Background: an optimization exercise with open tools, aiming at small area, a short achievable clock period and few clock cycles per item. Do not read the settings as production practice. The RTL was checked by simulation tests, not by an equivalence proof against the original design.

==> inputs of run a <==
// booth_radix2_multiplier_core
module booth_radix2_multiplier_core #(
   parameter int MAX_WIDTH = 16
) (
   input  logic                      clock,
   input  logic                      reset,
   input  logic                          req_valid,
   output logic                          req_ready,
   input  logic [brm_pkg::IN_W-1:0]      req_multiplicand_bits,
   input  logic [brm_pkg::IN_W-1:0]      req_multiplier_bits,
   output logic                          rsp_valid,
   input  logic                          rsp_ready,
   output logic [brm_pkg::PRODUCT_W-1:0] rsp_product_bits,
   output logic                          rsp_negative,
   output logic [brm_pkg::MAG_W-1:0]     rsp_magnitude,
   input  logic                      csr_write_enable,
   input  logic [brm_pkg::CFG_W-1:0] csr_write_data
);
   logic [15:0] wm, wtop;
   logic [31:0] pmask;
   logic [3:0] nm1_ff;
   always_ff @(posedge clock) begin
      if (reset) begin
         nm1_ff <= 4'd15;
      end else if (csr_write_enable) begin
         nm1_ff <= (csr_write_data < 5'd2) ? 4'd1 : (csr_write_data > 5'd16) ? 4'd15 : 4'(csr_write_data - 5'd1);
      end
   end
   always_comb begin
      for (int i = 0; i < 16; i++) begin
         wm[i] = (4'(i) <= nm1_ff);
      end
   end
   assign wtop = wm & ~(wm >> 1);
   always_comb begin
      for (int i = 0; i < 16; i++) begin
         pmask[2*i]   = wm[i];
         pmask[2*i+1] = wm[i];
      end
   end
   logic        en;
   logic        req_sa, req_sb;
   logic [15:0] ax;
   logic [7:0] one;
   logic [7:0] two;
   logic [7:0] neg;
   logic ng;
   logic [15:0] ax_c;
   logic [15:0] bx_c;
   logic [7:0] one_c;
   logic [7:0] two_c;
   logic [7:0] neg_c;
   logic ng_c;
   logic sx_c;
   logic bl_c;
   assign req_sa = |(req_multiplicand_bits & wtop);
   assign req_sb = |(req_multiplier_bits & wtop);
   assign req_ready = en;
   logic        op_v;
   logic [15:0] ax_q;
   logic [7:0] one_q;
   logic [7:0] two_q;
   logic [7:0] neg_q;
   logic ng_q;
   always_ff @(posedge clock) begin
  ...
clock: 7.2 ns
lec_check: 0
abc_clock_period_in_ps: 3300
cap_margin: 20
core_margin: 2
core_utilization: 40
place_density: 0.6
setup_slack_margin: 3.9
slew_margin: 20
standard.sh (not shown) runs the stock make flow with config.mk's settings and CLKGATE_MAP_FILE= SYNTH_SCRIPT=/design/flow/synth_recipe.tcl, a recipe that flattens the netlist after the stock synthesis.
==> flow/flow/run.sh <==
#!/bin/bash
# Layout flow: the standard ORFS flow, with the port buffers made from
# sky130_fd_sc_hd__buf_2 instead of the delay cell buffer_ports picks by default.
set -euo pipefail
sed 's|"\${@:-finish}"|BUFFER_PORTS_ARGS="-buffer_cell sky130_fd_sc_hd__buf_2" "${@:-finish}"|' standard.sh > flow_standard_mod.sh
bash flow_standard_mod.sh > flow_make.log 2>&1
==> run b (differences from run a) <==
==> flow/flow/run.sh (replaced) <==
#!/bin/bash
# Layout flow: the standard ORFS flow (standard.sh) with two changes:
#  1. synthesis: the same script, except that Yosys's "synth -run fine:" step
#     gets -noabc, so the quick ABC pass there does not re-encode the adder
#     trees before extract_fa (it leaves fewer inverters around the fa/ha
#     cells); flops, hierarchy flattening and renaming are as in synth_recipe.tcl.
#  2. port buffers are sky130_fd_sc_hd__buf_2 instead of the delay cell that
#     buffer_ports picks by default.
# Each tool's output goes to the ORFS logs under orfs/logs; make's own output
# goes to flow_make.log here.
set -euo pipefail
here=$(pwd)
sed 's|^proc synth {args} { yosys synth -nofsm -noshare {\*}\$args }|proc synth {args} { if {[lsearch -exact $args fine:] >= 0} { lappend args -noabc }; yosys synth -nofsm -noshare {*}$args }|' synth_recipe.tcl > flow_synth.tcl
grep -q -- '-noabc' flow_synth.tcl
sed -e "s|SYNTH_SCRIPT=[^ ]*|SYNTH_SCRIPT=$here/flow_synth.tcl|" \
    -e 's|"\${@:-finish}"|BUFFER_PORTS_ARGS="-buffer_cell sky130_fd_sc_hd__buf_2" "${@:-finish}"|' standard.sh > flow_standard_mod.sh
grep -q flow_synth.tcl flow_standard_mod.sh
bash flow_standard_mod.sh > flow_make.log 2>&1
Settings changed: CORE_UTILIZATION 40 to 60, PLACE_DENSITY 0.6 to 0.75.
==> run c (differences from run a) <==
==> flow/flow/run.sh (replaced) <==
#!/bin/bash
# Layout flow: the standard ORFS flow (standard.sh) with two changes:
#  1. synthesis: the same script, except that Yosys's "synth -run fine:" step
#     gets -noabc, so the quick ABC pass there does not re-encode the adder
#     trees before extract_fa (it leaves fewer inverters around the fa/ha
#     cells); flops, hierarchy flattening and renaming are as in synth_recipe.tcl.
#  2. port buffers are sky130_fd_sc_hd__buf_2 instead of the delay cell that
#     buffer_ports picks by default.
# Each tool's output goes to the ORFS logs under orfs/logs; make's own output
# goes to flow_make.log here.
set -euo pipefail
here=$(pwd)
sed 's|^proc synth {args} { yosys synth -nofsm -noshare {\*}\$args }|proc synth {args} { if {[lsearch -exact $args fine:] >= 0} { lappend args -noabc }; yosys synth -nofsm -noshare {*}$args }|' synth_recipe.tcl > flow_synth.tcl
grep -q -- '-noabc' flow_synth.tcl
sed -e "s|SYNTH_SCRIPT=[^ ]*|SYNTH_SCRIPT=$here/flow_synth.tcl|" \
    -e 's|"\${@:-finish}"|BUFFER_PORTS_ARGS="-buffer_cell sky130_fd_sc_hd__buf_2" "${@:-finish}"|' standard.sh > flow_standard_mod.sh
grep -q flow_synth.tcl flow_standard_mod.sh
bash flow_standard_mod.sh > flow_make.log 2>&1
==> results.tsv <==
stage	metric	value	unit
critical_path	RR Startpoint	ax_q[5]	
outcome	status	finished clean	
critical_path	critical path required time	7.39	ns
synthesis	Gate Count Post-Synth	1386	
layout	Seq area share	29.3	%
synthesis	top-area cell type share of the netlist area	34.9	%
critical_path	Worst Path Buf+Inv	5	
die	full die area	37100	um^2
global_route	number of global-route vias before repair	11200	
synthesis	number of distinct library cells after synthesis	74	
# the run above: run a

==> results.tsv <==
stage	metric	value	unit
critical_path	RR Startpoint	ax_q[5]	
clock_network	Sink Count	172	
synthesis	Gate Count Post-Synth	1325	
outcome	status	finished clean	
synthesis	number of distinct library cells after synthesis	87	
critical_path	critical path required time	7.38	ns
die	full die area	37000	um^2
critical_path	Worst Path Buf+Inv	1	
layout	Seq area share	30.0	%
global_route	number of global-route vias before repair	11000	
critical_path	Critical Path Max Stage Delay	0.58	ns
synthesis	top-area cell type share of the netlist area	34.9	%
# the run above: run c

==> results.tsv <==
stage	metric	value	unit
die	full die area	24900	um^2
critical_path	crit-path cells	buf_12 -> buf_12 -> a22oi_2 -> xnor2_1 -> fa_1 -> fa_2 -> fa_1 -> fa_1	
outcome	status	finished clean	
critical_path	Worst Path Buf+Inv	2	
layout	Clock-cell share	3.43	%
critical_path	RR Startpoint	one_q[2]	
synthesis	top-area cell type share of the netlist area	34.9	%
global_route	number of global-route vias before repair	11300	
synthesis	number of distinct library cells after synthesis	87	
clock_network	clock tree buffer depth	2	
die	initial core utilization	60.9	%
synthesis	Gate Count Post-Synth	1325	
# the run above: run b

Testbench counts of run a, summed over its fixed seeds: cycles 8,024, items 8,000.
Testbench counts of run b, summed over its fixed seeds: cycles 8,024, items 8,000.
Testbench counts of run c, summed over its fixed seeds: cycles 8,024, items 8,000.

==> afterwards: timing with drivers on the ports <==
The results above use ideal ports. As a check the final layouts listed here were re-extracted and re-timed, cells and wires unchanged. Step 1 sets driving cells, clkbuf_16 on the clock port and buf_2 on the other inputs (assumed; they add their load-dependent delay and slew). Step 2 also shifts input and output timing later by t, the mid clock arrival at the registers, as if the neighbouring blocks saw the same clock. Slacks: no drivers / after step 1 / after step 2; pairs: no drivers / after step 1.
| run | t (ns) | slack for setup (ns) | worst hold slack (ns) |
|---|---|---|---|
| run a | 0.484 | 3.741 / 3.741 / 3.508 | 0.447 / 0.447 / 0.447 |
| run b | 0.481 | 3.861 / 3.853 / 3.495 | 0.449 / 0.449 / 0.449 |
| run c | 0.489 | 3.899 / 3.860 / 3.519 | 0.438 / 0.438 / 0.438 |
After both steps every run listed still meets setup and hold. The setup slack of run c, which loses most, moves by -0.039 ns with the drivers and by -0.380 ns with both steps.
